Source: an optimization exercise on an open RTL-to-GDS flow (aim: small area and a short achievable clock period). Production flows keep margins and buffers that such runs may drop. In this exercise RTL edits were held to simulation tests only and were not proved equivalent to the original. Power is estimated from default activity; no workload was simulated.

--- flow/run.sh ---
#!/bin/bash
# synth_recipe.tcl (not shown) runs the flow's synth.tcl, then flattens the netlist and writes it again
# the make line also repeats each setting of config.mk as NAME=value (left out here)
make -C /OpenROAD-flow-scripts/flow DESIGN_CONFIG=/design/flow/config.mk WORK_HOME=/design/flow/orfs CLKGATE_MAP_FILE= SYNTH_SCRIPT=/design/flow/synth_recipe.tcl finish
--- flow/config.mk ---
export PLATFORM = sky130hd
export DESIGN_NAME = ssd1309_driver
export DESIGN_NICKNAME = ssd1309_driver
export VERILOG_FILES = /design/flow/design.v
export SDC_FILE = /design/flow/constraint.sdc
export NUM_CORES = 8
export LEC_CHECK = 0
export CAP_MARGIN = 20
export CORE_MARGIN = 2
export CORE_UTILIZATION = 40
export SLEW_MARGIN = 20
export SYNTH_MEMORY_MAX_BITS = 16384
--- flow/constraint.sdc ---
create_clock -name core_clock -period 11.0 [get_ports {clk}]
set_input_delay 2.2000 -clock core_clock [delete_from_list [all_inputs] [get_ports {clk}]]
set_output_delay 2.2000 -clock core_clock [all_outputs]
set_load 0.01 [all_outputs]
--- flow/design.v ---
package oled_pkg;
    localparam int DISPLAY_WIDTH  = 128;                         
    localparam int DISPLAY_HEIGHT = 64;                          
    localparam int PAGE_COUNT     = DISPLAY_HEIGHT / 8;          
    localparam int FB_BYTES       = PAGE_COUNT * DISPLAY_WIDTH;  
    typedef logic [7:0] byte_t;
    typedef logic [$clog2(FB_BYTES)-1:0] fb_addr_t;
    localparam byte_t CMD_DISPLAY_OFF     = 8'hAE;  
    localparam byte_t CMD_ADDR_MODE       = 8'h20;  
    localparam byte_t ADDR_MODE_HORIZ     = 8'h00;  
    localparam byte_t CMD_CONTRAST        = 8'h81;  
    localparam byte_t CONTRAST_LEVEL      = 8'h7F;  
    localparam byte_t CMD_NORMAL_MODE     = 8'hA6;  
    localparam byte_t CMD_DISPLAY_RAM     = 8'hA4;  
    localparam byte_t CMD_CHARGE_PUMP     = 8'h8D;  
    localparam byte_t CHARGE_PUMP_ENABLE  = 8'h14;  
    localparam byte_t CMD_DISPLAY_ON      = 8'hAF;
    localparam int INIT_LEN = 10;
endpackage
`timescale 1ns/1ps
module oled_framebuffer (
    input  logic     clk,
    input  logic     fb_we,    
    input  oled_pkg::fb_addr_t fb_addr,  
    input  oled_pkg::byte_t    fb_data,  
    input  oled_pkg::fb_addr_t rd_addr,  
    output oled_pkg::byte_t    rd_data   
);
    oled_pkg::byte_t mem [oled_pkg::FB_BYTES];
    always_ff @(posedge clk) begin
        if (fb_we) begin
            mem[fb_addr] <= fb_data;
        end
    end
    always_ff @(posedge clk) begin
        rd_data <= mem[rd_addr];
    end
endmodule
`timescale 1ns/1ps
module oled_sequencer #(
    parameter int STARTUP_DELAY = 10_000_000,  
    parameter int FRAME_GAP     = 270_000      
) (
    input  logic     clk,
    input  logic     reset,
    output logic     res,       
    output oled_pkg::fb_addr_t rd_addr,   
    input  oled_pkg::byte_t    rd_data,
    output logic     tx_valid,  
    output oled_pkg::byte_t    tx_byte,
    output logic     tx_dc,     
    input  logic     tx_ready
);
    localparam int DLY_MAX = (STARTUP_DELAY > FRAME_GAP) ? STARTUP_DELAY : FRAME_GAP;
    localparam int DLY_W   = $clog2(DLY_MAX + 1);
    localparam int IDX_W   = $clog2(oled_pkg::INIT_LEN);
    typedef enum logic [2:0] {
        PRE_RESET,   
        RESETTING,   
        POST_RESET,  
        INIT,
        CLEAR,
        DRAW,
        FRAME_WAIT
    } state_t;
    state_t           state;
    logic [DLY_W-1:0] dly_cnt;
    logic [IDX_W-1:0] init_idx;
    oled_pkg::fb_addr_t         byte_cnt;   
    logic             sent;
    logic             startup_done;
    logic             gap_done;
    logic             last_byte;
    oled_pkg::byte_t            init_cmd;   
    always_comb begin
        case (init_idx)
            IDX_W'(0): init_cmd = oled_pkg::CMD_DISPLAY_OFF;
            IDX_W'(1): init_cmd = oled_pkg::CMD_ADDR_MODE;
            IDX_W'(2): init_cmd = oled_pkg::ADDR_MODE_HORIZ;
            IDX_W'(3): init_cmd = oled_pkg::CMD_CONTRAST;
            IDX_W'(4): init_cmd = oled_pkg::CONTRAST_LEVEL;
            IDX_W'(5): init_cmd = oled_pkg::CMD_NORMAL_MODE;
            IDX_W'(6): init_cmd = oled_pkg::CMD_DISPLAY_RAM;
            IDX_W'(7): init_cmd = oled_pkg::CMD_CHARGE_PUMP;
            IDX_W'(8): init_cmd = oled_pkg::CHARGE_PUMP_ENABLE;
            IDX_W'(9): init_cmd = oled_pkg::CMD_DISPLAY_ON;
            default:   init_cmd = 8'h00;
        endcase
    end
    assign sent         = tx_valid & tx_ready;                   
    assign startup_done = (dly_cnt == DLY_W'(STARTUP_DELAY - 1));
    assign gap_done     = (dly_cnt == DLY_W'(FRAME_GAP - 1));
    assign last_byte    = (byte_cnt == oled_pkg::fb_addr_t'(oled_pkg::FB_BYTES - 1));
    always_ff @(posedge clk) begin
        if (reset) begin
            state    <= PRE_RESET;
            dly_cnt  <= '0;
            init_idx <= '0;
            byte_cnt <= '0;
            rd_addr  <= '0;           
            res      <= 1'b1;
            tx_valid <= 1'b0;
        end else begin
            case (state)
                PRE_RESET: begin
                    dly_cnt <= dly_cnt + 1'b1;
                    if (startup_done) begin
                        dly_cnt <= '0;
                        res     <= 1'b0;  
                        state   <= RESETTING;
                    end
                end
                RESETTING: begin
                    dly_cnt <= dly_cnt + 1'b1;
                    if (startup_done) begin
                        dly_cnt <= '0;
                        res     <= 1'b1;  
                        state   <= POST_RESET;
                    end
                end
                POST_RESET: begin
                    dly_cnt <= dly_cnt + 1'b1;
                    if (startup_done) begin
                        dly_cnt  <= '0;
                        init_idx <= '0;
                        state    <= INIT;
                    end
                end
                INIT: begin
                    if (sent) begin
                        tx_valid <= 1'b0;
                        init_idx <= init_idx + 1'b1;
                        if (init_idx == IDX_W'(oled_pkg::INIT_LEN - 1)) begin
                            byte_cnt <= '0;
                            state    <= CLEAR;
                        end
                    end else if (!tx_valid) begin
                        tx_valid <= 1'b1;
                        tx_byte  <= init_cmd;
                        tx_dc    <= 1'b0;  
                    end
                end
                CLEAR: begin
                    if (sent) begin
                        tx_valid <= 1'b0;
                        byte_cnt <= byte_cnt + 1'b1;  
                        if (last_byte) begin
                            state <= DRAW;
                        end
                    end else if (!tx_valid) begin
                        tx_valid <= 1'b1;
                        tx_byte  <= '0;    
                        tx_dc    <= 1'b1;
                    end
                end
                DRAW: begin
                    if (sent) begin
                        tx_valid <= 1'b0;
                        byte_cnt <= byte_cnt + 1'b1;
                        if (last_byte) begin
                            dly_cnt <= '0;
                            state   <= FRAME_WAIT;
                        end
                    end else if (!tx_valid) begin
                        tx_valid <= 1'b1;
                        tx_byte  <= rd_data;
                        tx_dc    <= 1'b1;
                        rd_addr  <= rd_addr + 1'b1;  
                    end
                end
                FRAME_WAIT: begin
                    if (tx_ready) begin
                        dly_cnt <= dly_cnt + 1'b1;
                        if (gap_done) begin
                            dly_cnt <= '0;
                            state   <= DRAW;
                        end
                    end
                end
                default: state <= PRE_RESET;
            endcase
        end
    end
endmodule
`timescale 1ns/1ps
module spi_byte_tx (
    input  logic  clk,
    input  logic  reset,
    input  logic  tx_valid,
    input  oled_pkg::byte_t tx_byte,
    input  logic  tx_dc,     
    output logic  tx_ready,
    output logic  sclk,      
    output logic  sdin,      
    output logic  cs,        
    output logic  cmd        
);
    logic       busy;
    logic [4:0] cnt;     
    logic [6:0] shreg;   
    logic       accept;
    assign tx_ready = ~busy;
    assign accept   = tx_valid & ~busy;
    always_ff @(posedge clk) begin
        if (accept) begin
            shreg <= tx_byte[6:0];
        end else if (busy && cnt[0] && cnt < 5'd15) begin
            shreg <= {shreg[5:0], 1'b0};  
        end
    end
    always_ff @(posedge clk) begin
        if (reset) begin
            busy <= 1'b0;
            cnt  <= '0;
            cs   <= 1'b1;
            sclk <= 1'b0;
            sdin <= 1'b0;
            cmd  <= 1'b0;
        end else if (accept) begin
            busy <= 1'b1;
            cnt  <= '0;
            cs   <= 1'b0;        
            sclk <= 1'b0;
            sdin <= tx_byte[7];  
            cmd  <= tx_dc;
        end else if (busy) begin
            cnt <= cnt + 1'b1;
            if (cnt < 5'd15) begin
                if (!cnt[0]) begin
                    sclk <= 1'b1;      
                end else begin
                    sclk <= 1'b0;      
                    sdin <= shreg[6];
                end
            end else if (cnt == 5'd15) begin
                cs   <= 1'b1;          
                sclk <= 1'b0;
                sdin <= 1'b0;
            end else if (cnt == 5'd17) begin
                busy <= 1'b0;          
            end
        end
    end
endmodule
`timescale 1ns/1ps
module ssd1309_driver #(
    parameter int STARTUP_DELAY = 100,  
    parameter int FRAME_GAP     = 150   
) (
    input  logic     clk,
    input  logic     reset,
    input  logic     fb_we,    
    input  oled_pkg::fb_addr_t fb_addr,
    input  oled_pkg::byte_t    fb_data,
    output logic     sclk,     
    output logic     sdin,     
    output logic     res,
    output logic     cmd,      
    output logic     cs
);
    oled_pkg::fb_addr_t rd_addr;
    oled_pkg::byte_t    rd_data;
    logic     tx_valid;
    oled_pkg::byte_t    tx_byte;
    logic     tx_dc;
    logic     tx_ready;
    oled_framebuffer u_framebuffer (
        .clk     (clk),
        .fb_we   (fb_we),
        .fb_addr (fb_addr),
        .fb_data (fb_data),
        .rd_addr (rd_addr),
        .rd_data (rd_data)
    );
    oled_sequencer #(
        .STARTUP_DELAY (STARTUP_DELAY),
        .FRAME_GAP     (FRAME_GAP)
    ) u_sequencer (
        .clk      (clk),
        .reset    (reset),
        .res      (res),
        .rd_addr  (rd_addr),
        .rd_data  (rd_data),
        .tx_valid (tx_valid),
        .tx_byte  (tx_byte),
        .tx_dc    (tx_dc),
        .tx_ready (tx_ready)
    );
    spi_byte_tx u_spi_tx (
        .clk      (clk),
        .reset    (reset),
        .tx_valid (tx_valid),
        .tx_byte  (tx_byte),
        .tx_dc    (tx_dc),
        .tx_ready (tx_ready),
        .sclk     (sclk),
        .sdin     (sdin),
        .cs       (cs),
        .cmd      (cmd)
    );
endmodule
==> metrics.json, run 1 <==
{
  "post_route_cells_drive_above_1_share_pct": 22.2,
  "leak_pwr_nw": 107,
  "fin_crit_sh_pct": 58.2,
  "dp_wirelength_um": 637000,
  "synth_fp_nets": 15508,
  "boundaryPins": 26,
  "std_cell_rows": 329,
  "grt_first_pass_wirelength_um": 1420000,
  "critPathLaunchType": "flop",
  "post-cts-setup-buffer-count": 0,
  "cp.required_ns": 11.98,
  "timing.final.hold_violations": 0,
  "cts_max_level": 6,
  "pwr_density_cell_nw_per_um2": 177,
  "cp.arrival_ns": 7.39,
  "tightestPinTransition_ns": 1.34,
  "timing.final.crit_period_ns": 6.40,
  "cts.repair.resized": 0,
  "detail_route.iter0.violations": 30169,
  "unrepaired_setup_endpoints_after_global_routing": "no",
  "synth.cell_area_um2": 321000,
  "floorplan.initialDensity_pct": 40.1,
  "cts_sinks": 8271,
  "share_of_synthesized_cell_area_in_and_or_nand_and_nor_gates_pct": 2.46,
  "drt-wirelength-per-cell_um": 38.8,
  "sequential_fraction_of_the_synthesis_area_pct": 77.1,
  "area_growth_pct": 12.7,
  "worst_slew_margin_rel_pct": 9.86,
  "post_synth_xor_area_fraction_pct": 0.0817,
  "crit_family": "compound AO/OA/AOI/OAI gates",
  "yosys_most_used_dff": "sky130_fd_sc_hd__edfxtp_1",
  "core-area_um2": 802000,
  "grt_overflow": 0,
  "layout.nets": 15805,
  "fin_tns_setup_ns": 0,
  "timing.final.ws_setup_ns": 4.60,
  "routed_wl_um": 1050000,
  "post_synth_inst_count": 15473,
  "cap_viol_max_count": 0,
  "critical_path_peak_fanout": 71,
  "final_cell_mix": "sky130_fd_sc_hd__edfxtp_1 (8208), sky130_fd_sc_hd__mux4_2 (1766), sky130_fd_sc_hd__nor2_1 (1156)",
  "comb_power_share_pct": 1.3,
  "grt_pass1_vias": 162191,
  "slew_viol_final": 0,
  "largest_family_of_logic_cells_by_synthesized_area": "multiplexers",
  "grt_start_max_net_pins": 161,
  "placement.setup.worst_slack_ns": 4.00,
  "synth_cell_types": 86,
  "firstDrtPassIters": 6,
  "result_of_the_run": "no timing/DRC/antenna violations",
  "total_global_route_track_usage_pct": 25.2,
  "port_buffers": 25,
  "chipHeight_um": 900,
  "mostFrequentLayoutCell": "sky130_fd_sc_hd__edfxtp_1",
  "die_width_um": 900,
  "path_buf_inv": 2,
  "clk_root_buffer_cell": "sky130_fd_sc_hd__clkbuf_16",
  "cts_tree": "built",
  "synth_adder_area_share_pct": 0.0545,
  "clk_transition_reported_paths_ns": 0.07,
  "highest_clock_rate_mhz": 156,
  "crit_slowest_cell": "sky130_fd_sc_hd__a2111oi_0",
  "synth_enable_flop_cells": 8208,
  "async_set_or_reset_flop_fraction_in_the_synthesized_netlist_pct": 0,
  "die_area_um2": 811000,
  "ant_nets": 0,
  "numCtsBuffers": 798,
  "muxShareOfSynthArea_pct": 15.1,
  "avgSynthCellArea_um2": 20.8,
  "power_switching_mw": 13.0,
  "ys_ff_latch": 8271,
  "clock_power_share_pct": 44.7,
  "yosys_warnings": 3,
  "gp_congestion": 0.898,
  "power.sequential.fraction_pct": 54.1,
  "irDropWorstVdd_v": 0.000186,
  "critPathCaptureType": "flop",
  "grt_antenna_before_repair": 122,
  "clock_tree_buffer_depth": 4,
  "vias": 171366,
  "skew_final_ns": 0.0570,
  "drc": 0,
  "worstSkewPairLatency_ns": 1.16,
  "power_report.internal_total_mw": 51.1,
  "hold_path.class": "reg -> reg",
  "cp_cell_sequence": "buf_12 -> or3b_4 -> buf_4 -> o221ai_1 -> a211oi_1 -> a21oi_1 -> a2111oi_0 -> o211ai_1 -> o311ai_1 -> o31ai_1",
  "power_switching_share_pct": 20.3,
  "fraction_of_the_mapped_netlist_area_in_compound_gates_pct": 3.37,
  "route.detailed.vias_per_inst": 6.31,
  "hold_buf_cts": 0,
  "timing_worst_setup_path_type": "reg -> reg",
  "finalSetupViolations": 0,
  "worst_path_largest_cell_delay_ns": 1.04
}
-- per-layer routing --
layer	GRT usage, %	part of all wire, %
met1	34.7	37
met2	37.3	45
met3	7.97	14
met4	10.4	4.5
met5	0.437	0.054
-- flip-flops by register name, indices dropped and copies added (netlist names) --
| name | count |
|---|---|
| u_framebuffer.mem | 8192 |
| u_spi_tx.sdin | 1 |
| u_spi_tx.cs | 1 |
| u_sequencer.tx_byte | 8 |
| u_sequencer.init_idx | 4 |
| u_framebuffer.rd_data | 8 |
| u_sequencer.res | 1 |
| u_spi_tx.busy | 1 |
| u_sequencer.state | 3 |
| u_sequencer.byte_cnt | 10 |
| u_sequencer.dly_cnt | 8 |
| u_sequencer.init_cmd | 8 |
| u_sequencer.tx_dc | 1 |
| u_spi_tx.shreg | 7 |
| u_spi_tx.sclk | 1 |
| u_sequencer.rd_addr | 10 |
| u_sequencer.tx_valid | 1 |
| u_spi_tx.cnt | 5 |
| u_spi_tx.cmd | 1 |
-- logic make-up (layout without fill, tap and decap cells) --
group / Yosys count / in the layout
flip-flops: 8271 / 8271
multiplexers: 2651 / 2651
AND/OR/NAND/NOR: 1901 / 1901
AO/OA/AOI/OAI: 1560 / 1560
buffers and inverters: 1046 / 2033
XOR/XNOR: 30 / 30
adder cells (fa/ha/maj): 14 / 14
other: 0 / 114
-- synth_stat cells, drive strengths merged, types with 17 or more instances --
library cell,count,area share (%)
a2111oi,19,0.056
a211oi,89,0.21
a21oi,323,0.50
a221oi,190,0.52
a22o,31,0.084
a22oi,247,0.58
a31oi,28,0.054
and2,18,0.035
and3,24,0.047
buf,614,1.3
clkbuf,407,0.48
dfxtp,63,0.39
edfxtp,8208,77
inv,25,0.029
mux2,29,0.10
mux2i,856,2.7
mux4,1766,12
nand2,337,0.39
nand2b,17,0.033
nand3,136,0.21
nand4,22,0.043
nor2,1187,1.4
nor2b,38,0.074
nor3,64,0.10
o211ai,37,0.086
o21ai,217,0.34
o221ai,122,0.33
o22ai,120,0.23
o311ai,17,0.046
-- power groups by stage --
| stage | clock network, mW | registers, mW | logic (mW) |
|---|---|---|---|
| after floorplan | 0 | 35.3 | 0.0553 |
| after global placement | 0 | 35.3 | 0.801 |
| after detailed placement | 0 | 35.3 | 0.816 |
| after CTS | 28.8 | 34.7 | 0.811 |
| after global routing | 30.0 | 34.6 | 0.843 |
| final | 28.6 | 34.7 | 0.814 |
-- worst paths after layout --
| path | startpoint | end | slack, ns | cells past startpoint |
|---|---|---|---|---|
| max reg2reg | u_sequencer.rd_addr[2]$_SDFFE_PP0P_ | u_framebuffer.rd_data[7]$_DFF_P_ | 4.60 | 10 |
| max | u_sequencer.rd_addr[2]$_SDFFE_PP0P_ | u_framebuffer.rd_data[7]$_DFF_P_ | 4.60 | 10 |
| min reg2reg | u_spi_tx.cmd$_SDFFE_PP0P_ | u_spi_tx.cmd$_SDFFE_PP0P_ | 0.45 | 2 |
| min | u_spi_tx.cmd$_SDFFE_PP0P_ | u_spi_tx.cmd$_SDFFE_PP0P_ | 0.45 | 2 |
-- layout make-up --
class | instances | area, um2
fillers | 66539 | 440000
flip-flops and latches | 8271 | 248000
multi-input cells | 6156 | 68800
clock buffers | 937 | 20700
well taps | 10592 | 13300
clock inverters | 553 | 6480
repair buffers | 518 | 4950
diodes | 114 | 285
inverters | 25 | 126
-- stage by stage --
step	util [%]	area [um2]	power, mW	instances	hold slack (ns)
floorplan	-	321000	35.4	15473	0.458
global placement	41.7	335000	36.1	25554	0.446
detailed placement	41.8	335000	36.1	25558	0.449
CTS	45.1	362000	64.2	27048	0.457
global route	45.2	362000	65.5	27058	0.499
finish	45.2	362000	64.1	27166	0.451
-- worst min-delay path, stage by stage (launching register included) --
cell and delay (ns):
sky130_fd_sc_hd__dfxtp_1 0.31, sky130_fd_sc_hd__nand2_1 0.05, sky130_fd_sc_hd__a21oi_1 0.05
==> inputs of run 2 (changes only) <==
--- a/flow/design.v
+++ b/flow/design.v
@@ -20,2 +20,37 @@
 `timescale 1ns/1ps
+module oled_fb_leaf2 (
+    input  logic [1:0] d,
+    input  logic [1:0] s,
+    output logic       y_n
+);
+    assign y_n = ~((d[0] & s[0]) | (d[1] & s[1]));
+endmodule
+module oled_fb_leaf (
+    input  logic [2:0] d,
+    input  logic [2:0] s,
+    output logic       y_n
+);
+    assign y_n = ~((d[0] & s[0]) | (d[1] & s[1]) | (d[2] & s[2]));
+endmodule
+module oled_fb_group (
+    input  logic [31:0] d,      
+    input  logic [31:0] msel,   
+    input  logic        gsel,   
+    output logic        y_n
+);
+    logic [10:0] leaf_n;
+    for (genvar k = 0; k < 10; k++) begin : g_leaf
+        oled_fb_leaf u_leaf (
+            .d   (d[3*k +: 3]),
+            .s   (msel[3*k +: 3]),
+            .y_n (leaf_n[k])
+        );
+    end
+    oled_fb_leaf2 u_leaf_last (
+        .d   (d[31:30]),
+        .s   (msel[31:30]),
+        .y_n (leaf_n[10])
+    );
+    assign y_n = ~(~&leaf_n & gsel);
+endmodule
 module oled_framebuffer (
@@ -28,10 +63,32 @@
 );
-    oled_pkg::byte_t mem [oled_pkg::FB_BYTES];
-    always_ff @(posedge clk) begin
-        if (fb_we) begin
-            mem[fb_addr] <= fb_data;
+    logic [oled_pkg::FB_BYTES-1:0][7:0] mem;
+    for (genvar i = 0; i < oled_pkg::FB_BYTES; i++) begin : g_row
+        always_ff @(posedge clk) begin
+            if (fb_we && fb_addr == oled_pkg::fb_addr_t'(i)) begin
+                mem[i] <= fb_data;
+            end
+        end
+    end
+    logic [31:0]     msel, gsel;
+    oled_pkg::byte_t rd_next;
+    assign msel = 32'b1 << rd_addr[4:0];
+    assign gsel = 32'b1 << rd_addr[9:5];
+    for (genvar b = 0; b < 8; b++) begin : g_lane
+        logic [31:0] grp_n;
+        for (genvar g = 0; g < 32; g++) begin : g_grp
+            logic [31:0] d;
+            for (genvar m = 0; m < 32; m++) begin : g_bit
+                assign d[m] = mem[g*32 + m][b];
+            end
+            oled_fb_group u_grp (
+                .d    (d),
+                .msel (msel),
+                .gsel (gsel[g]),
+                .y_n  (grp_n[g])
+            );
         end
+        assign rd_next[b] = ~&grp_n;
     end
     always_ff @(posedge clk) begin
-        rd_data <= mem[rd_addr];
+        rd_data <= rd_next;
     end
--- a/flow/config.mk
+++ b/flow/config.mk
@@ -11,2 +11,3 @@
 export SLEW_MARGIN = 20
+export SYNTH_HIERARCHICAL = 1
 export SYNTH_MEMORY_MAX_BITS = 16384
==> run 2 against run 1 <==
  * Still clean on timing, DRC and antenna
  * Count of clock-buffer cells in the layout up 24
  * Via count is 3.4% lower
  * Die area down 9.1%
  * Register-to-register slack worse by 0.06 ns
  * Hold slack improved by 0.026 ns
  * Critical path type unchanged
  * Largest cell class unchanged
  * Largest power group unchanged
==> metrics.json, run 2 <==
{
  "result_of_the_run": "no timing/DRC/antenna violations",
  "worstReg2RegStart": "u_sequencer.rd_addr[1]$_SDFFE_PP0P_",
  "gp_congestion": {"value": 0.908, "change": "+1.1%"},
  "drc": {"value": 0, "change": "unchanged"},
  "irDropWorstVdd": {"value": 0.000193, "unit": "V", "change": "+3.6%"},
  "registers.top_by_ff_count": "u_framebuffer.mem",
  "post-cts-setup-buffer-count": {"value": 0, "change": "unchanged"},
  "numCtsBuffers": {"value": 800, "change": "+0.25%"},
  "synth.cell_area": {"value": 292000, "unit": "um2", "change": "-9.1%"},
  "dp_wirelength": {"value": 552000, "unit": "um", "change": "-13%"},
  "rrSetupSlack": {"value": 4.54, "unit": "ns", "change": "-0.06 ns"},
  "sequential_fraction_of_the_synthesis_area": {"value": 84.8, "unit": "%", "change": "+7.7 points"},
  "timing.hold.worst.start": "u_sequencer.res$_SDFFE_PP1P_",
  "unrepaired_setup_endpoints_after_global_routing": "no",
  "yosysMostFrequentCell": "sky130_fd_sc_hd__edfxtp_1",
  "grt_antenna_before_repair": {"value": 54, "change": "-56%"},
  "hold_path.class": "reg -> reg",
  "yosys_most_used_dff": "sky130_fd_sc_hd__edfxtp_1",
  "die_width": {"value": 859, "unit": "um", "change": "-4.6%"},
  "fin_crit_sh": {"value": 58.8, "unit": "%", "change": "+0.55 points"},
  "post_synth_most_frequent_cells": "sky130_fd_sc_hd__edfxtp_1 (8208), sky130_fd_sc_hd__a222oi_1 (2560), sky130_fd_sc_hd__nor2_1 (1140)",
  "area_growth_pct": 14.3,
  "reg2regPathDepth": {"value": 10, "change": "unchanged"},
  "finalSetupViolations": {"value": 0, "change": "unchanged"},
  "cts_sinks": {"value": 8271, "change": "unchanged"},
  "chipHeight": {"value": 859, "unit": "um", "change": "-4.6%"},
  "detail_route.iter0.violations": {"value": 35550, "change": "+18%"},
  "ys_top_cells_by_area": "sky130_fd_sc_hd__edfxtp_1 (84%), sky130_fd_sc_hd__a222oi_1 (8.8%), sky130_fd_sc_hd__nor2_1 (1.5%)",
  "ys_ff_latch": {"value": 8271, "change": "unchanged"},
  "layout.nets": {"value": 15117, "change": "-4.4%"},
  "yosys_warnings": {"value": 9, "change": "+6"},
  "synth_fp_nets": {"value": 14112, "change": "-9.0%"},
  "firstDrtPassIters": {"value": 17, "change": "+11"},
  "cp.arrival": {"value": 7.41, "unit": "ns", "change": "+0.02 ns"},
  "synth_cell_types": {"value": 75, "change": "-13%"},
  "highest_clock_rate": {"value": 155, "unit": "MHz", "change": "-0.94%"},
  "die_area": {"value": 737000, "unit": "um2", "change": "-9.1%"},
  "routed_wl": {"value": 896000, "unit": "um", "change": "-15%"},
  "slew_viol_final": {"value": 0, "change": "unchanged"},
  "grt_pass1_vias": {"value": 155889, "change": "-3.9%"},
  "timing.final.crit_period": {"value": 6.46, "unit": "ns", "change": "+0.0609 ns"},
  "cts.repair.resized": {"value": 0, "change": "unchanged"},
  "std_cell_rows": {"value": 313, "change": "-4.9%"},
  "postLayoutCoreUtil": {"value": 45.9, "unit": "%", "change": "+0.75 points"},
  "critPathLaunchType": "flop",
  "post_synth_inst_count": {"value": 14079, "change": "-9.0%"},
  "fin_tns_setup": {"value": 0, "unit": "ns", "change": "unchanged"},
  "min_path_cells": {"value": 2, "change": "unchanged"},
  "route.detailed.vias_per_inst": {"value": 6.52, "change": "+3.3%"},
  "critPathCaptureType": "flop",
  "reg2reg_to": "u_framebuffer.rd_data[4]$_DFF_P_",
  "final_cell_mix": "sky130_fd_sc_hd__edfxtp_1 (8208), sky130_fd_sc_hd__a222oi_1 (2560), sky130_fd_sc_hd__nor2_1 (1108)",
  "yosysTopAreaCellShare": {"value": 84.3, "unit": "%", "change": "+7.7 points"},
  "synth_enable_flop_cells": {"value": 8208, "change": "unchanged"},
  "synth_top_cell_by_area": "sky130_fd_sc_hd__edfxtp_1",
  "hold_buf_cts": {"value": 0, "change": "unchanged"},
  "timing.final.hold_violations": {"value": 0, "change": "unchanged"},
  "avgSynthCellArea": {"value": 20.8, "unit": "um2", "change": "about the same"},
  "cp.required": {"value": 11.94, "unit": "ns", "change": "-0.04 ns"},
  "leak_pwr": {"value": 100, "unit": "nW", "change": "-6.4%"},
  "grt_start_max_net_pins": {"value": 180, "change": "+12%"},
  "skew_final": {"value": 0.0901, "unit": "ns", "change": "+0.0331 ns"},
  "boundaryPins": {"value": 26, "change": "unchanged"},
  "grt_overflow": {"value": 0, "change": "unchanged"},
  "port_buffers": {"value": 25, "change": "unchanged"},
  "hold_end": "u_sequencer.res$_SDFFE_PP1P_",
  "worst_slew_margin_rel": {"value": 4.84, "unit": "%", "change": "-5.0 points"},
  "ant_nets": {"value": 0, "change": "unchanged"},
  "clock_tree_buffer_depth": {"value": 4, "change": "unchanged"},
  "worstSkewPairLatency": {"value": 1.20, "unit": "ns", "change": "+0.04 ns"},
  "cts_max_level": {"value": 6, "change": "unchanged"},
  "drt-wirelength-per-cell": {"value": 35.3, "unit": "um", "change": "-9.0%"},
  "report.power.total": {"value": 62.7, "unit": "mW", "change": "-2.2%"},
  "total_global_route_track_usage": {"value": 23.2, "unit": "%", "change": "-2.0 points"},
  "vias": {"value": 165602, "change": "-3.4%"},
  "critical_path_peak_fanout": {"value": 49, "change": "-31%"},
  "timing_worst_setup_path_type": "reg -> reg",
  "grt_first_pass_wirelength": {"value": 1230000, "unit": "um", "change": "-13%"},
  "pwr_density_cell": {"value": 188, "unit": "nW/um2", "change": "+6.1%"},
  "core-area": {"value": 727000, "unit": "um2", "change": "-9.3%"},
  "tightestPinTransition": {"value": 1.43, "unit": "ns", "change": "+0.0843 ns"},
  "clk_transition_reported_paths": {"value": 0.06, "unit": "ns", "change": "about the same"},
  "mostFrequentLayoutCell": "sky130_fd_sc_hd__edfxtp_1",
  "cts_tree": "built",
  "clk_root_buffer_cell": "sky130_fd_sc_hd__clkbuf_16",
  "async_set_or_reset_flop_fraction_in_the_synthesized_netlist": {"value": 0, "unit": "%", "change": "unchanged"},
  "post_route_cells_drive_above_1_share": {"value": 12.7, "unit": "%", "change": "-9.6 points"},
  "largest_reg_flops": {"value": 8192, "change": "unchanged"},
  "cap_viol_max_count": {"value": 0, "change": "unchanged"},
  "largest_regs": "u_framebuffer.mem (8192), u_sequencer.byte_cnt (10), u_sequencer.rd_addr (10)",
  "floorplan.initialDensity": {"value": 40.2, "unit": "%", "change": "+0.092 points"}
}
## run 2: report_power, final
part | switching [mW] | total (mW) | internal, mW | leakage [nW]
sequential | 0.00709 | 34.7 | 34.7 | 74.3
clock | 12.0 | 27.2 | 15.3 | 12.6
combinational | 0.722 | 0.787 | 0.0647 | 13.4
total | 12.7 | 62.7 | 50.0 | 100
## run 2: worst max path at each step
stage | start | endpoint | slack [ns] | depth (start not counted)
CTS | u_sequencer.rd_addr[4]$_SDFFE_PP0P_ | u_framebuffer.rd_data[5]$_DFF_P_ | 5.10 | 11
finish | u_sequencer.rd_addr[1]$_SDFFE_PP0P_ | u_framebuffer.rd_data[4]$_DFF_P_ | 4.54 | 10
global route | u_sequencer.rd_addr[1]$_SDFFE_PP0P_ | u_framebuffer.rd_data[5]$_DFF_P_ | 4.85 | 11
global placement | fb_addr[0] | u_framebuffer.mem[7970]$_DFFE_PP_ | 4.64 | 5
detailed placement | fb_addr[1] | u_framebuffer.mem[3860]$_DFFE_PP_ | 4.57 | 5
floorplan | u_sequencer.rd_addr[2]$_SDFFE_PP0P_ | u_framebuffer.rd_data[0]$_DFF_P_ | 0.87 | 8
## run 2: kinds of logic after synthesis
| group | count (synthesis) | share of synthesized area (%) |
|---|---|---|
| simple gates | 2416 | 4.02 |
| compound gates | 3131 | 10.7 |
| buf+inv | 208 | 0.341 |
| xor+xnor | 30 | 0.0899 |
| fa+ha+maj | 12 | 0.0514 |
| mux | 11 | 0.0407 |
| flops | 8271 | 84.8 |
## run 2: final cells by class
| cell class | count | area [um2] |
|---|---|---|
| clock inverters | 512 | 5190 |
| flip-flops and latches | 8271 | 248000 |
| inverters | 14 | 57.6 |
| diodes | 43 | 108 |
| repair buffers | 397 | 3920 |
| clock buffers | 961 | 20800 |
| fillers | 60210 | 393000 |
| multi-input cells | 5600 | 44300 |
| well taps | 9607 | 12000 |
## run 2: modules after synthesis (local to each module, per instance), a selection
| module | cells inside | flip-flops and latches | area, um2 |
|---|---|---|---|
| oled_fb_group | 4 | 0 | 25.0 |
| spi_byte_tx | 71 | 17 | 822 |
| oled_fb_leaf | 1 | 0 | 10.0 |
| oled_framebuffer | 9874 | 8200 | 254000 |
| oled_fb_leaf2 | 1 | 0 | 12.5 |
## run 2: stage by stage
step | cell area, um2 | setup slack, ns | std cells | hold slack, ns
floorplan | 292000 | 0.871 | 14079 | 0.456
global placement | 308000 | 4.64 | 23884 | 0.481
detailed placement | 308000 | 4.57 | 23889 | 0.473
CTS | 334000 | 5.10 | 25362 | 0.489
global route | 334000 | 4.85 | 25364 | 0.513
finish | 334000 | 4.54 | 25405 | 0.477
## run 2: layer usage
metal	track usage, %	routed length [um]	share of wire [%]
met5	0	224	0.025
met1	32.4	336000	38
met3	5.98	116000	13
met2	34.8	401000	45
met4	9.80	42700	4.8
## run 2: worst max-delay path: stages (launching register included)
cell and delay [ns]:
sky130_fd_sc_hd__dfxtp_1 0.44, sky130_fd_sc_hd__nand2b_1 0.70, sky130_fd_sc_hd__nor2_4 0.36, sky130_fd_sc_hd__buf_4 0.46
sky130_fd_sc_hd__buf_4 0.45, sky130_fd_sc_hd__a222oi_1 0.52, sky130_fd_sc_hd__nand4_1 0.39, sky130_fd_sc_hd__o31ai_1 1.02
sky130_fd_sc_hd__nand4_1 0.97, sky130_fd_sc_hd__nor4_1 0.52, sky130_fd_sc_hd__nand2_1 0.34
==> inputs of run 3 (changes only) <==
--- a/flow/design.v
+++ b/flow/design.v
@@ -20,9 +20,2 @@
 `timescale 1ns/1ps
-module oled_fb_leaf2 (
-    input  logic [1:0] d,
-    input  logic [1:0] s,
-    output logic       y_n
-);
-    assign y_n = ~((d[0] & s[0]) | (d[1] & s[1]));
-endmodule
 module oled_fb_leaf (
@@ -48,5 +41,5 @@
     end
-    oled_fb_leaf2 u_leaf_last (
-        .d   (d[31:30]),
-        .s   (msel[31:30]),
+    oled_fb_leaf u_leaf_last (
+        .d   (d[31:29]),
+        .s   (msel[31:29]),
         .y_n (leaf_n[10])
@@ -64,6 +57,14 @@
     logic [oled_pkg::FB_BYTES-1:0][7:0] mem;
+    logic               wr_en;
+    oled_pkg::fb_addr_t wr_addr;
+    oled_pkg::byte_t    wr_data;
+    always_ff @(posedge clk) begin
+        wr_en   <= fb_we;
+        wr_addr <= fb_addr;
+        wr_data <= fb_data;
+    end
     for (genvar i = 0; i < oled_pkg::FB_BYTES; i++) begin : g_row
         always_ff @(posedge clk) begin
-            if (fb_we && fb_addr == oled_pkg::fb_addr_t'(i)) begin
-                mem[i] <= fb_data;
+            if (wr_en && wr_addr == oled_pkg::fb_addr_t'(i)) begin
+                mem[i] <= wr_data;
             end
@@ -92,3 +93,7 @@
     always_ff @(posedge clk) begin
-        rd_data <= rd_next;
+        if (wr_en && wr_addr == rd_addr) begin
+            rd_data <= wr_data;   
+        end else begin
+            rd_data <= rd_next;
+        end
     end
==> flow/flow/run.sh (new file) <==
#!/bin/bash
# Standard synthesis and layout, with sized port buffers and timing repair
# aimed below the clock period. Each step's full log is in orfs/logs.
set -euo pipefail
bash standard.sh synth > synth.log 2>&1
bash standard.sh \
    "BUFFER_PORTS_ARGS=-buffer_cell sky130_fd_sc_hd__buf_2" \
    SETUP_SLACK_MARGIN=6.8 \
    finish > layout.log 2>&1
==> flow/standard.sh (new file) <==
#!/bin/bash
# synth_recipe.tcl (not shown) runs the flow's synth.tcl, then flattens the netlist and writes it again
# the make line also repeats each setting of config.mk as NAME=value (left out here)
make -C /OpenROAD-flow-scripts/flow DESIGN_CONFIG=/design/flow/config.mk WORK_HOME=/design/flow/orfs CLKGATE_MAP_FILE= SYNTH_SCRIPT=/design/flow/synth_recipe.tcl "${@:-finish}"
--- a/flow/config.mk
+++ b/flow/config.mk
@@ -9,3 +9,5 @@
 export CORE_MARGIN = 2
-export CORE_UTILIZATION = 40
+export CORE_UTILIZATION = 60
+export CTS_CLUSTER_DIAMETER = 100
+export CTS_CLUSTER_SIZE = 25
 export SLEW_MARGIN = 20
removed: flow/run.sh
==> run 3 against run 2 <==
  * Non-clock buffer count is 269 higher
  * First-iteration DRC count grew 18%
  * Final area fell by 4.5%
  * Combinational power is 9.0% lower
==> metrics.json, run 3 <==
{
  "post_synth_inst_count": {"value": 14117, "change": "+0.27%"},
  "sequential_fraction_of_the_synthesis_area": {"value": 85.1, "unit": "%", "change": "+0.31 points"},
  "cts_max_level": {"value": 5, "change": "-1"},
  "synth.cell_area": {"value": 292000, "unit": "um2", "change": "-0.21%"},
  "layout.nets": {"value": 15015, "change": "-0.67%"},
  "yosysTopAreaCellShare": {"value": 84.5, "unit": "%", "change": "+0.18 points"},
  "cap_viol_max_count": {"value": 0, "change": "unchanged"},
  "multiInputGateArea": {"value": 44700, "unit": "um2", "change": "+0.83%"},
  "tightestPinTransition": {"value": 1.33, "unit": "ns", "change": "-0.0971 ns"},
  "gp_congestion": {"value": 0.927, "change": "+2.2%"},
  "highest_clock_rate": {"value": 204, "unit": "MHz", "change": "+32%"},
  "worst_slew_margin_rel": {"value": 11.3, "unit": "%", "change": "+6.5 points"},
  "final_cell_area": {"value": 319000, "unit": "um2", "change": "-4.5%"},
  "pwr_density_cell": {"value": 160, "unit": "nW/um2", "change": "-15%"},
  "grt_pass1_vias": {"value": 157223, "change": "+0.86%"},
  "clock_tree_buffer_depth": {"value": 4, "change": "unchanged"},
  "postLayoutCoreUtil": {"value": 65.8, "unit": "%", "change": "+20 points"},
  "num-fill-cells": {"value": 31910, "change": "-47%"},
  "cts_tree": "built",
  "hold_path.class": "reg -> reg",
  "placement.setup.worst_slack": {"value": 5.03, "unit": "ns", "change": "+0.463 ns"},
  "area_growth_pct": 9.46,
  "final_cell_mix": "sky130_fd_sc_hd__edfxtp_1 (8208), sky130_fd_sc_hd__a222oi_1 (2816), sky130_fd_sc_hd__nor2_1 (1070)",
  "largest_reg_flops": {"value": 8192, "change": "unchanged"},
  "yosys_most_used_dff": "sky130_fd_sc_hd__edfxtp_1",
  "ant_nets": {"value": 0, "change": "unchanged"},
  "synth_top_cell_by_area": "sky130_fd_sc_hd__edfxtp_1",
  "timing.final.ws_setup": {"value": 6.09, "unit": "ns", "change": "+1.56 ns"},
  "finalHoldWorstSlack": {"value": 0.484, "unit": "ns", "change": "+0.00727 ns"},
  "die_width": {"value": 701, "unit": "um", "change": "-18%"},
  "critPathLaunchType": "flop",
  "post_route_cells_drive_above_1_share": {"value": 9.26, "unit": "%", "change": "-3.4 points"},
  "registers.top_by_ff_count": "u_framebuffer.mem",
  "routed_wl": {"value": 955000, "unit": "um", "change": "+6.6%"},
  "irDropWorstVdd": {"value": 0.000158, "unit": "V", "change": "-18%"},
  "area.sequential": {"value": 248000, "unit": "um2", "change": "+0.17%"},
  "core-area": {"value": 485000, "unit": "um2", "change": "-33%"},
  "route.detailed.vias_per_inst": {"value": 7.83, "change": "+20%"},
  "critPathCaptureType": "flop",
  "detail_route.iter0.violations": {"value": 42013, "change": "+18%"},
  "unrepaired_setup_endpoints_after_global_routing": "yes",
  "clk_root_buffer_cell": "sky130_fd_sc_hd__clkbuf_16",
  "yosysMostFrequentCell": "sky130_fd_sc_hd__edfxtp_1",
  "cp.required": {"value": 11.95, "unit": "ns", "change": "about the same"},
  "yosys_warnings": {"value": 9, "change": "unchanged"},
  "avgSynthCellArea": {"value": 20.7, "unit": "um2", "change": "-0.48%"},
  "finish.cell_count_without_fillers": {"value": 21620, "change": "-15%"},
  "synth_fp_nets": {"value": 14150, "change": "+0.27%"},
  "result_of_the_run": "no timing/DRC/antenna violations",
  "grt_antenna_before_repair": {"value": 78, "change": "+44%"},
  "die_area": {"value": 492000, "unit": "um2", "change": "-33%"},
  "worstSkewPairLatency": {"value": 1.05, "unit": "ns", "change": "-0.15 ns"},
  "firstDrtPassIters": {"value": 17, "change": "unchanged"},
  "floorplan.initialDensity": {"value": 60.1, "unit": "%", "change": "+20 points"},
  "placedCellCount": {"value": 20906, "change": "-12%"},
  "grt_first_pass_wirelength": {"value": 1280000, "unit": "um", "change": "+4.1%"},
  "post_synth_most_frequent_cells": "sky130_fd_sc_hd__edfxtp_1 (8208), sky130_fd_sc_hd__a222oi_1 (2816), sky130_fd_sc_hd__nor2_1 (1148)",
  "drc": {"value": 0, "change": "unchanged"},
  "cp.arrival": {"value": 5.86, "unit": "ns", "change": "-1.55 ns"},
  "report.power.total": {"value": 51.1, "unit": "mW", "change": "-18%"},
  "skew_final": {"value": 0.0454, "unit": "ns", "change": "-0.0447 ns"},
  "chipHeight": {"value": 701, "unit": "um", "change": "-18%"},
  "std_cell_rows": {"value": 256, "change": "-18%"},
  "dp_wirelength": {"value": 596000, "unit": "um", "change": "+8.0%"},
  "mostFrequentLayoutCell": "sky130_fd_sc_hd__edfxtp_1",
  "slew_viol_final": {"value": 0, "change": "unchanged"},
  "hold_buf_cts": {"value": 0, "change": "unchanged"},
  "numCtsBuffers": {"value": 369, "change": "-54%"},
  "fin_crit_sh": {"value": 44.6, "unit": "%", "change": "-14 points"},
  "detailed_place.area": {"value": 305000, "unit": "um2", "change": "-1.1%"},
  "leak_pwr": {"value": 94.5, "unit": "nW", "change": "-5.7%"},
  "synth_enable_flop_cells": {"value": 8208, "change": "unchanged"},
  "async_set_or_reset_flop_fraction_in_the_synthesized_netlist": {"value": 0, "unit": "%", "change": "unchanged"},
  "grt_overflow": {"value": 0, "change": "unchanged"},
  "finalSetupViolations": {"value": 0, "change": "unchanged"},
  "ys_top_cells_by_area": "sky130_fd_sc_hd__edfxtp_1 (85%), sky130_fd_sc_hd__a222oi_1 (9.7%), sky130_fd_sc_hd__nor2_1 (1.5%)",
  "timing.final.hold_violations": {"value": 0, "change": "unchanged"},
  "port_buffers": {"value": 25, "change": "unchanged"},
  "synth_cell_types": {"value": 71, "change": "-5.3%"},
  "critical_path_peak_fanout": {"value": 52, "change": "+6.1%"},
  "fin_tns_setup": {"value": 0, "unit": "ns", "change": "unchanged"},
  "timing.final.crit_period": {"value": 4.91, "unit": "ns", "change": "-1.56 ns"},
  "grt_start_max_net_pins": {"value": 209, "change": "+16%"},
  "drt-wirelength-per-cell": {"value": 44.2, "unit": "um", "change": "+25%"},
  "ys_ff_latch": {"value": 8290, "change": "+0.23%"},
  "boundaryPins": {"value": 26, "change": "unchanged"},
  "vias": {"value": 169285, "change": "+2.2%"},
  "cts_sinks": {"value": 8290, "change": "+0.23%"},
  "timing_worst_setup_path_type": "reg -> reg",
  "clk_transition_reported_paths": {"value": 0.10, "unit": "ns", "change": "+0.04 ns"},
  "total_global_route_track_usage": {"value": 37.8, "unit": "%", "change": "+15 points"}
}
-- run 3: cell types whose count changed in the layout (fill, tap and decap cells not counted), moves of 38 or more --
cell	delta
sky130_fd_sc_hd__clkbuf_16	-410
sky130_fd_sc_hd__a222oi_1	+256
sky130_fd_sc_hd__a22oi_2	-256
sky130_fd_sc_hd__clkinv_1	-203
sky130_fd_sc_hd__clkinv_2	-141
sky130_fd_sc_hd__buf_4	+108
sky130_fd_sc_hd__bufinv_16	-74
sky130_fd_sc_hd__o31ai_1	-56
sky130_fd_sc_hd__nand2_1	+55
sky130_fd_sc_hd__o31ai_4	+53
sky130_fd_sc_hd__nor2_2	+48
sky130_fd_sc_hd__buf_6	+42
sky130_fd_sc_hd__clkbuf_1	-42
sky130_fd_sc_hd__nor2_1	-38
-- run 3: layout make-up --
type	instances	share of cell area (%)
Inverter	14	0.0180
Sequential cell	8290	77.7
Clock inverter	11	0.0404
Clock buffer	492	3.12
Tap cell	6450	2.53
Multi-Input combinational cell	5641	14.0
Antenna cell	56	0.0439
Timing Repair Buffer	666	2.50
-- run 3: final timing paths --
path	startpoint	to	slack, ns	cells after the start
hold / removal	u_sequencer.res$_SDFFE_PP1P_	u_sequencer.res$_SDFFE_PP1P_	0.48	2
setup / recovery	u_sequencer.rd_addr[1]$_SDFFE_PP0P_	u_framebuffer.rd_data[7]$_DFF_P_	6.09	13
hold reg to reg	u_sequencer.res$_SDFFE_PP1P_	u_sequencer.res$_SDFFE_PP1P_	0.48	2
setup reg to reg	u_sequencer.rd_addr[1]$_SDFFE_PP0P_	u_framebuffer.rd_data[7]$_DFF_P_	6.09	13
-- run 3: worst max-delay path, stage by stage, from the launching register on --
cell,delay (ns)
sky130_fd_sc_hd__dfxtp_4,0.43
sky130_fd_sc_hd__or2_4,0.22
sky130_fd_sc_hd__buf_4,0.15
sky130_fd_sc_hd__nor2_4,0.05
sky130_fd_sc_hd__buf_12,0.16
sky130_fd_sc_hd__buf_16,0.26
sky130_fd_sc_hd__buf_12,0.16
sky130_fd_sc_hd__a222oi_1,0.35
sky130_fd_sc_hd__nand4_1,0.38
sky130_fd_sc_hd__o31ai_4,0.74
sky130_fd_sc_hd__nand4_1,0.75
sky130_fd_sc_hd__nor4_2,0.55
sky130_fd_sc_hd__nand2_1,0.13
sky130_fd_sc_hd__mux2_2,0.27
-- run 3: per-module statistics from Yosys (local to each module, per instance), excerpt --
module            copies in the design  flip-flops and latches  area [um2]
oled_fb_leaf                      2816                       0        10.0
oled_fb_group                      256                       0        25.0
spi_byte_tx                          1                      17         822
oled_framebuffer                     1                    8219      254000
-- run 3: what timing repair did --
action	CTS	global route
pin swaps	110	95
buffers inserted	75	23
gates cloned	38	13
endpoints found under the setup margin	1053	840
resized for setup	305	127
-- run 3: power by group --
group | internal (mW) | switching, mW
sequential | 34.7 | 0.0499
clock | 6.37 | 9.27
combinational | 0.0537 | 0.662
-- run 3: logic make-up (layout without fill, tap and decap cells) --
group           after synthesis  count (layout)  share of synthesized area (%)
compound gates             3131            3131                           10.5
xor+xnor                     40              40                          0.120
fa+ha+maj                    12              12                         0.0515
buf+inv                     192            1183                          0.279
flops                      8290            8290                           85.1
mux                          19              19                         0.0717
other cells                   0              56                              0
simple gates               2433            2439                           3.91
-- run 3: layer usage --
layer,wire length [um],global-route usage [%],share of wire (%),up-vias
met3,139000,11.3,15,1687
met2,422000,55.5,44,13057
met1,337000,52.5,35,88312
met5,288,0,0.030,-
met4,56100,18.4,5.9,44
li1,-,-,-,66185

[static timing again, ports no longer ideal]
The flow's constraints put no driver on any port. The routed layouts listed below were extracted and timed again, unchanged, in two steps. Step 1: set_driving_cell puts a clkbuf_16 on clk and a buf_2 on each other input, an assumption about the parent block. Step 2 also shifts input and output timing later by t, the mid clock arrival at the registers, as if the neighbouring blocks saw the same clock. Slacks: ideal ports / drivers / drivers and shift; pairs: ideal ports / drivers.
| run | t (ns) | slack for setup (ns) | clock arrival spread, ns | worst data-port slew with drivers (ns) |
|---|---|---|---|---|
| run 1 | 1.294 | 4.597 / 4.597 / 3.983 | 0.080 / 0.079 | 0.41 |
| run 2 | 1.312 | 4.536 / 4.536 / 4.283 | 0.106 / 0.107 | 0.20 |
| run 3 | 1.157 | 6.093 / 6.093 / 6.093 | 0.050 / 0.049 | 0.04 |
After both steps setup and hold are still met in every run listed. For run 1, which loses most, drivers alone change the setup slack by 0.000 ns; drivers and shift together by -0.614 ns.
